Context: an optimization exercise on an open-source flow, tuned for small area, a short achievable clock period and few clock cycles per item. The choices shown serve that exercise and are no tape-out recipe.
For this run, only the layout was checked, not whether the RTL still works.
Power figures rest on the tool's default switching activity, not on a simulated workload.

**run.sh**
```bash
#!/bin/bash
# synth_recipe.tcl (not shown) runs the flow's synth.tcl, then flattens the netlist and writes it again
# the make line also repeats each setting of config.mk as NAME=value (left out here)
make -C /OpenROAD-flow-scripts/flow DESIGN_CONFIG=/design/flow/config.mk WORK_HOME=/design/flow/orfs CLKGATE_MAP_FILE= SYNTH_SCRIPT=/design/flow/synth_recipe.tcl finish
```
**config.mk**
```make
export PLATFORM = sky130hd
export DESIGN_NAME = access_key_match_table
export DESIGN_NICKNAME = access_key_match_table
export VERILOG_FILES = /design/flow/design.v
export SDC_FILE = /design/flow/constraint.sdc
export NUM_CORES = 4
export LEC_CHECK = 0
export CAP_MARGIN = 20
export CORE_MARGIN = 2
export CORE_UTILIZATION = 40
export SLEW_MARGIN = 20
```
**constraint.sdc**
```tcl
create_clock -name core_clock -period 5.0 [get_ports {i_clk}]
set_input_delay 1.0000 -clock core_clock [delete_from_list [all_inputs] [get_ports {i_clk}]]
set_output_delay 1.0000 -clock core_clock [all_outputs]
set_load 0.01 [all_outputs]
```
**design.v**
```verilog
`timescale 1ns / 1ps
`default_nettype none
package akmt_pkg;
    localparam int CMD_W        = 3;
    localparam int KEY_FIELD_W  = 56;
    localparam int SLOT_FIELD_W = 5;
    localparam int STATUS_W     = 2;
    localparam int S_TDATA_W    = 64;
    localparam int M_TDATA_W    = 64;
    localparam int M_PAD_W      = M_TDATA_W - 1 - STATUS_W - 1 - KEY_FIELD_W;
    localparam int DEF_SLOTS    = 16;
    localparam int DEF_KEY_BITS = 56;
    typedef enum logic [CMD_W-1:0] {
        CMD_SET_MASTER   = 3'd0,
        CMD_ADD          = 3'd1,
        CMD_CHECK        = 3'd2,
        CMD_CHECK_MASTER = 3'd3,
        CMD_REMOVE       = 3'd4,
        CMD_READ_SLOT    = 3'd5
    } t_cmd;
    typedef enum logic [STATUS_W-1:0] {
        ST_OK    = 2'd0,
        ST_FULL  = 2'd1,
        ST_RANGE = 2'd2
    } t_status;
    typedef struct packed {
        logic [M_PAD_W-1:0]     pad;
        logic [KEY_FIELD_W-1:0] entry_key;
        logic                   entry_valid;
        t_status                status;
        logic                   granted;
    } t_mres;
    typedef enum logic [2:0] {
        C_JUMP,
        C_DISPATCH,
        C_EMPTY_OR_LAST,
        C_LAST,
        C_OUT_FREE
    } t_cond;
    typedef logic [3:0] t_upc;
    localparam t_upc U_IDLE = 4'd0;
    localparam t_upc U_SETM = 4'd1;
    localparam t_upc U_ADD  = 4'd2;
    localparam t_upc U_CHK  = 4'd3;
    localparam t_upc U_REM  = 4'd4;
    localparam t_upc U_MST  = 4'd5;
    localparam t_upc U_RDS  = 4'd6;
    localparam t_upc U_TAIL = 4'd7;
    localparam t_upc U_DONE = 4'd8;
    typedef struct packed {
        logic  in_rdy;
        logic  rd;
        logic  cmp;
        logic  clr;
        logic  cap;
        logic  wr;
        logic  add;
        logic  oor_chk;
        logic  idx_inc;
        logic  done;
        t_cond cond;
        t_upc  target;
    } t_ctrl;
    typedef struct packed {
        logic accept;
        logic empty;
        logic last;
        logic out_free;
    } t_flags;
endpackage
`default_nettype wire
`timescale 1ns / 1ps
`default_nettype none
import akmt_pkg::*;
module akmt_seq
(
    input  logic   i_clk,
    input  logic   i_rst_n,
    input  logic [3:0]  i_flags,   
    input  logic [2:0]  i_cmd,     
    output logic [16:0] o_ctrl     
);
    akmt_pkg::t_flags w_flags;
    function automatic logic [16:0] ucode(input logic [3:0] a);
        akmt_pkg::t_ctrl cw;
        cw        = '0;
        cw.cond   = C_JUMP;
        cw.target = U_IDLE;
        case (a)
            U_IDLE: begin
                cw.in_rdy = 1'b1;
                cw.cond   = C_DISPATCH;
            end
            U_SETM: begin
                cw.wr     = 1'b1;
                cw.target = U_DONE;
            end
            U_ADD: begin
                cw.add     = 1'b1;
                cw.idx_inc = 1'b1;
                cw.cond    = C_EMPTY_OR_LAST;
                cw.target  = U_DONE;
            end
            U_CHK: begin
                cw.rd      = 1'b1;
                cw.cmp     = 1'b1;
                cw.idx_inc = 1'b1;
                cw.cond    = C_LAST;
                cw.target  = U_TAIL;
            end
            U_REM: begin
                cw.rd      = 1'b1;
                cw.cmp     = 1'b1;
                cw.clr     = 1'b1;
                cw.idx_inc = 1'b1;
                cw.cond    = C_LAST;
                cw.target  = U_TAIL;
            end
            U_MST: begin
                cw.rd     = 1'b1;
                cw.cmp    = 1'b1;
                cw.target = U_TAIL;
            end
            U_RDS: begin
                cw.rd      = 1'b1;
                cw.cap     = 1'b1;
                cw.oor_chk = 1'b1;
                cw.target  = U_TAIL;
            end
            U_TAIL: begin
                cw.target = U_DONE;
            end
            U_DONE: begin
                cw.done   = 1'b1;
                cw.cond   = C_OUT_FREE;
                cw.target = U_IDLE;
            end
            default: begin
                cw.target = U_IDLE;
            end
        endcase
        ucode = cw;
    endfunction
    function automatic logic [3:0] dispatch(input logic [CMD_W-1:0] c);
        logic [3:0] a;
        case (c)
            CMD_SET_MASTER:   a = U_SETM;
            CMD_ADD:          a = U_ADD;
            CMD_CHECK:        a = U_CHK;
            CMD_CHECK_MASTER: a = U_MST;
            CMD_REMOVE:       a = U_REM;
            CMD_READ_SLOT:    a = U_RDS;
            default:          a = U_DONE;
        endcase
        dispatch = a;
    endfunction
    assign w_flags = i_flags;
    akmt_pkg::t_upc  r_upc;
    akmt_pkg::t_upc  n_upc;
    akmt_pkg::t_ctrl w_cw;
    always_comb begin
        w_cw = ucode(r_upc);
    end
    always_comb begin
        n_upc = r_upc;
        case (w_cw.cond)
            C_JUMP:          n_upc = w_cw.target;
            C_DISPATCH:      if (w_flags.accept) n_upc = dispatch(i_cmd);
            C_EMPTY_OR_LAST: if (w_flags.empty || w_flags.last) n_upc = w_cw.target;
            C_LAST:          if (w_flags.last) n_upc = w_cw.target;
            C_OUT_FREE:      if (w_flags.out_free) n_upc = w_cw.target;
            default:         n_upc = U_IDLE;
        endcase
    end
    always_ff @(posedge i_clk) begin
        if (!i_rst_n) begin
            r_upc <= U_IDLE;
        end else begin
            r_upc <= n_upc;
        end
    end
    assign o_ctrl = w_cw;
endmodule
`default_nettype wire
`timescale 1ns / 1ps
`default_nettype none
import akmt_pkg::*;
module access_key_match_table
#(
    parameter int SLOTS    = DEF_SLOTS,
    parameter int KEY_BITS = DEF_KEY_BITS
) (
    input  logic                 i_clk,
    input  logic                 i_rst_n,
    input  logic                 i_s_axis_tvalid,
    output logic                 o_s_axis_tready,
    input  logic [S_TDATA_W-1:0] i_s_axis_tdata,   
    input  logic [CMD_W-1:0]     i_s_axis_tuser,   
    output logic                 o_m_axis_tvalid,
    input  logic                 i_m_axis_tready,
    output logic [M_TDATA_W-1:0] o_m_axis_tdata    
);
    localparam int KW = (KEY_BITS < KEY_FIELD_W) ? KEY_BITS : KEY_FIELD_W;
    localparam int SW = (SLOTS > 1) ? $clog2(SLOTS) : 1;
    localparam logic [SW-1:0] LAST_IDX = SW'(SLOTS - 1);
    localparam logic [SLOT_FIELD_W:0] SLOTS_EXT = (SLOT_FIELD_W + 1)'(SLOTS);
    akmt_pkg::t_ctrl  w_cw;
    akmt_pkg::t_flags w_flags;
    akmt_pkg::t_cmd   w_cmd;
    logic [KW-1:0]           w_key;
    logic [SLOT_FIELD_W-1:0] w_slot;
    logic                    w_s_acc;
    logic                    w_slot_oor;
    logic                    w_rd_en;
    logic                    w_wr_en;
    logic                    w_empty;
    logic                    w_last;
    logic                    w_match;
    logic                    w_out_free;
    logic                    w_load;
    logic [KW-1:0]    r_key;
    logic [SW-1:0]    r_idx;
    logic             r_oor;
    logic [KW-1:0]    r_mem [SLOTS];
    logic [KW-1:0]    r_rdata;
    logic [SLOTS-1:0] r_valid;
    logic          r_p_rd;
    logic          r_p_cmp;
    logic          r_p_clr;
    logic          r_p_cap;
    logic [SW-1:0] r_p_idx;
    logic          r_p_vbit;
    logic          r_granted;
    akmt_pkg::t_status       r_status;
    logic          r_evalid;
    logic [KW-1:0] r_ekey;
    logic  r_out_valid;
    akmt_pkg::t_mres r_out;
    assign w_cmd      = akmt_pkg::t_cmd'(i_s_axis_tuser);
    assign w_key      = i_s_axis_tdata[KW-1:0];
    assign w_slot     = i_s_axis_tdata[KEY_FIELD_W +: SLOT_FIELD_W];
    assign w_slot_oor = ({1'b0, w_slot} >= SLOTS_EXT);
    assign w_s_acc    = i_s_axis_tvalid && o_s_axis_tready;
    assign w_empty    = !r_valid[r_idx];
    assign w_last     = (r_idx == LAST_IDX);
    assign w_out_free = !r_out_valid || i_m_axis_tready;
    assign w_rd_en    = w_cw.rd && !(w_cw.oor_chk && r_oor);
    assign w_wr_en    = w_cw.wr || (w_cw.add && w_empty);
    assign w_match    = r_p_vbit && (r_rdata == r_key);
    assign w_load     = w_cw.done && w_out_free;
    always_comb begin
        w_flags.accept   = w_s_acc;
        w_flags.empty    = w_empty;
        w_flags.last     = w_last;
        w_flags.out_free = w_out_free;
    end
    akmt_seq u_seq (
        .i_clk   (i_clk),
        .i_rst_n (i_rst_n),
        .i_flags (w_flags),
        .i_cmd   (w_cmd),
        .o_ctrl  (w_cw)
    );
    always_ff @(posedge i_clk) begin
        if (w_s_acc) begin
            r_key <= w_key;
            r_oor <= w_slot_oor;
            if (w_cmd == CMD_READ_SLOT && !w_slot_oor) begin
                r_idx <= w_slot[SW-1:0];
            end else begin
                r_idx <= '0;
            end
        end else if (w_cw.idx_inc && !w_last) begin
            r_idx <= r_idx + 1'b1;
        end
    end
    always_ff @(posedge i_clk) begin
        if (w_wr_en) begin
            r_mem[r_idx] <= r_key;
        end
    end
    always_ff @(posedge i_clk) begin
        if (w_rd_en) begin
            r_rdata <= r_mem[r_idx];
        end
    end
    always_ff @(posedge i_clk) begin
        if (!i_rst_n) begin
            r_valid <= '0;
        end else begin
            if (w_wr_en) begin
                r_valid[r_idx] <= 1'b1;
            end
            if (r_p_rd && r_p_clr && w_match) begin
                r_valid[r_p_idx] <= 1'b0;
            end
        end
    end
    always_ff @(posedge i_clk) begin
        if (!i_rst_n) begin
            r_p_rd <= 1'b0;
        end else begin
            r_p_rd <= w_rd_en;
        end
    end
    always_ff @(posedge i_clk) begin
        r_p_cmp  <= w_cw.cmp;
        r_p_clr  <= w_cw.clr;
        r_p_cap  <= w_cw.cap;
        r_p_idx  <= r_idx;
        r_p_vbit <= r_valid[r_idx];
    end
    always_ff @(posedge i_clk) begin
        if (w_s_acc) begin
            r_granted <= 1'b0;
            r_status  <= ST_OK;
            r_evalid  <= 1'b0;
            r_ekey    <= '0;
        end else begin
            if (r_p_rd && r_p_cmp && w_match) begin
                r_granted <= 1'b1;
            end
            if (r_p_rd && r_p_cap) begin
                r_evalid <= r_p_vbit;
                r_ekey   <= r_p_vbit ? r_rdata : '0;
            end
            if (w_cw.add && !w_empty && w_last) begin
                r_status <= ST_FULL;
            end
            if (w_cw.oor_chk && r_oor) begin
                r_status <= ST_RANGE;
            end
        end
    end
    always_ff @(posedge i_clk) begin
        if (!i_rst_n) begin
            r_out_valid <= 1'b0;
        end else if (w_load) begin
            r_out_valid <= 1'b1;
        end else if (i_m_axis_tready) begin
            r_out_valid <= 1'b0;
        end
    end
    always_ff @(posedge i_clk) begin
        if (w_load) begin
            r_out.pad         <= '0;
            r_out.entry_key   <= KEY_FIELD_W'(r_ekey);
            r_out.entry_valid <= r_evalid;
            r_out.status      <= r_status;
            r_out.granted     <= r_granted;
        end
    end
    assign o_s_axis_tready = w_cw.in_rdy && i_rst_n;
    assign o_m_axis_tvalid = r_out_valid;
    assign o_m_axis_tdata  = r_out;
endmodule
`default_nettype wire
```
==> flow_summary.yaml <==
outcome:
  outcome: "complete, no violations"
cts:
  clk_pin_slew_worst_paths_ns: 0.06
  cts_tree: "yes"
  ctsHoldBuffers: 0
  cts.repair.resized: 0
  cts_num_sinks: 1174
  numCtsBuffers: 117
  cts_setup_buffers: 0
  clkLatencyLatePin_ns: 0.69
  clk_path_buf_depth: 3
  root_buffer: "clkbuf_16"
  h-tree-depth: 3
finish:
  syn2layout_area_growth_pct: 16.37
  drive_gt1_share_pct: 23.02
  final_nets: 2334
  fillers: 8947
  postLayoutCellArea_sq_um: 51370
  utilization_pct: 47.06
  n_antenna_cell: 0
hold_path:
  whs_endpoint: "r_p_cmp"
  whs_path_depth: 0
  min_from: "w_cw[14]"
  hp-class: "register to register"
route:
  drtIter0Drc: 2415
  wl_microns: 106000
  vias: 21210
  ant_nets: 0
  drc: 0
  wl_per_cell_microns: 27.67
  first_pass_iters: 6
  via_per_inst: 5.537
sta:
  rsz0062_at_grt: "no"
  setup_tns_ns: 0
  fmax_ghz: 0.2477
  hold_viol_final: 0
  fin_crit_sh_pct: 80.73
  finalSetupViolCount: 0
  maxSlewViolCount: 0
  slew_headroom_pct: 29.22
  worst-slew-pin-transition_ns: 1.062
  clock_skew_ns: 0.02231
  fin_crit_ns: 4.037
logic_synthesis:
  synth_common_cells: "edfxtp_1 (1073), mux4_2 (282), dfxtp_1 (101), nand2_1 (83), nand3_1 (63)"
  synth_edf_count: 1073
  yosysUniqueCellTypes: 63
  synth_compound_area_share_pct: 2.101
  synth.most_common_cell: "edfxtp_1"
  syn_avg_cell_area_sq_um: 21.40
  ys.flop_type: "edfxtp_1"
  synth_top_family_by_area: "multiplexers"
  synth_top_area_share_pct: 73.00
  synth_warnings: 2
  synthTopCellsByArea: "edfxtp_1 (73%), mux4_2 (14%), dfxtp_1 (4.6%), nand3_1 (0.71%), xnor2_1 (0.71%)"
  ys_ff_latch: 1174
  async_flop_share_pct: 0
  yosys.area_share.simple_pct: 2.744
  synth_cells: 2063
  synth-xor-area-share_pct: 1.151
  seq_area_frac_synth_pct: 77.58
  synthMuxAreaShare_pct: 14.68
  synthAdderAreaFrac_pct: 0.3685
  synth_area_leader_cell: "edfxtp_1"
  synth_area_sq_um: 44140
pwr:
  peakVddDrop_mv: 0.3110
  seqPwrFrac_pct: 46.6
  p_switching_uw: 6959
  cellPowerDensity_nw_per_um2: 508.8
  clkPwrFrac_pct: 33.2
  p_sw_share_pct: 26.63
  power.internal_uw: 19180
  power_uw: 26140
  p_leak_uw: 0.01597
  comb_power_share_pct: 20.2
worst_setup_path:
  crit_fanout: 29
  max_stage_delay_ns: 0.70
  reg2reg_depth: 7
  arrival_ns: 4.40
  cp_cell_sequence: "buf_4, o2111ai_1, a31o_2, a21boi_2, or2_2, and3_4, buf_4"
  worstReg2RegEnd: "r_mem[8][46]"
  path_common_cell: "buf_4"
  cp_slowest_cell: "and3_4"
  critPathKind: "register to register"
  critPathLaunchType: "register"
  crit_required_ns: 5.36
  cp-end-kind: "register"
  rrSetupSlack_ns: 0.96
  r2r-start: "r_idx[3]"
floorplanning:
  chipWidth_microns: 336.2
  die_area_sq_um: 113000
  die_h_microns: 336.2
  pin_count: 137
  coreArea_sq_um: 109200
  start_util_pct: 40.44
  rows: 121
global_routing:
  grt_pass1_wl_microns: 154200
  track_usage_pct: 18.95
  antenna_found_initial: 3
  grt_max_degree: 89
  grt.overflow.total: 0
  grt_pass1_vias: 21940
placed_design:
  dpl_cell_area_sq_um: 47530
  port-buffer-count: 129
  hpwlAfterDp_microns: 58920
  gp_congestion: 0.7929
flow_run:
  drv_cap: 0
per-stage QoR:
stage / worst slack, ns / hold slack [ns] / std cells
after CTS: 1.011 / 0.3324 / 3830
after global routing: 0.7791 / 0.3433 / 3830
final: 0.9633 / 0.3276 / 3830
after detailed placement: 0.8893 / 0.3132 / 3607
after global placement: 0.8887 / 0.3236 / 3606
after floorplan: 0.6021 / 0.3096 / 2066
metal layers:
layer	up-vias	GRT usage (%)	share of wire, %
met1	11430	26.93	43
li1	8913	-	-
met4	0	4.360	1.5
met2	748	31.17	49
met3	116	2.636	6.1
met5	-	0	0
layout by cell type, fill, tap and decap left out, drive strengths merged, types with 3 or more instances in the layout:
cell type / count
buf: 45
a2111oi: 3
dfxtp: 101
inv: 40
a221oi: 16
mux2i: 9
clkbuf: 160
and3: 19
a22oi: 3
xor2: 22
nand4: 12
nor4b: 4
mux4: 282
clkdlybuf4s50: 129
o211ai: 16
nor4: 9
clkinvlp: 5
ha: 13
nand2b: 7
nor2: 15
nor3: 8
nand2: 83
o21ai: 9
xnor2: 36
a21oi: 62
nand3: 63
conb: 4
nor2b: 6
and2: 5
bufinv: 10
edfxtp: 1073
clkinv: 45
o2111ai: 7
worst max-delay path, delay by kind of cell, from the launching register on:
family	cells	cell delay, ns
AND/OR/NAND/NOR	2	1.12
flip-flops	1	0.61
AO/OA/AOI/OAI	3	1.05
buffers and inverters	2	0.89
cell families after synthesis:
group / Yosys count
xor+xnor: 58
mux: 292
compound gates: 138
simple gates: 241
flops: 1174
buf+inv: 146
fa+ha+maj: 13
other cells: 1
worst max-delay path by stage:
| stage | startpoint | cells past startpoint | slack (ns) | endpoint |
|---|---|---|---|---|
| floorplan | i_m_axis_tready | 2 | 0.60 | r_out[0] |
| global placement | i_rst_n | 11 | 0.89 | u_seq.w_cw[4] |
| detailed placement | i_rst_n | 11 | 0.89 | u_seq.w_cw[4] |
| CTS | r_idx[3] | 7 | 1.01 | r_mem[8][37] |
| global route | r_idx[3] | 7 | 0.78 | r_mem[8][37] |
| finish | r_idx[3] | 7 | 0.96 | r_mem[8][46] |
final cells by class:
class,count,area (sq um),area share (%)
well taps,1476,1847,3.595
clock inverters,63,590.6,1.150
clock buffers,160,3244,6.316
multi-input cells,746,9397,18.29
inverters,37,143.9,0.2801
flip-flops and latches,1174,34240,66.67
repair buffers,174,1899,3.698
flip-flops by register name, summed over array words and instances, names as in the netlist:
signal and count:
r_mem 896, r_out 60, r_ekey 56, r_key 56, r_rdata 56, r_valid 16
w_cw 8, r_idx 4, r_p_idx 4, u_seq.r_upc 4, u_seq.w_cw 3, r_status 2
r_evalid 1, r_granted 1, r_oor 1, r_out_valid 1, r_p_cap 1, r_p_clr 1
r_p_cmp 1, r_p_rd 1, r_p_vbit 1
power groups by stage:
stage / clock (uW) / sequential (uW) / combinational [uW]
global route: 9260 / 12300 / 5630
CTS: 8870 / 12200 / 5370
global placement: 0 / 12300 / 5280
floorplan: 0 / 12200 / 3730
detailed placement: 0 / 12400 / 5350
finish: 8680 / 12200 / 5280

-- static timing again, ports no longer ideal --
How much do the figures lean on ideal ports? The routed layout below was timed once more, with nothing changed but the port constraints. Step 1: set_driving_cell puts a clkbuf_16 on i_clk and a buf_2 on each other input, an assumption about the parent block. Step 2 also shifts input and output timing later by t, the mid clock arrival at the registers, as if the neighbouring blocks saw the same clock. a / b / c = ideal ports / drivers / drivers and shift; a / b = the first two.
t (ns): 0.750
setup WS [ns]: 0.963 / 0.963 / 0.854
pins driven straight from the clock port: 1
After both steps setup and hold are still met in this run. The setup slack of this run moves by 0.000 ns with the drivers and by -0.109 ns with both steps.
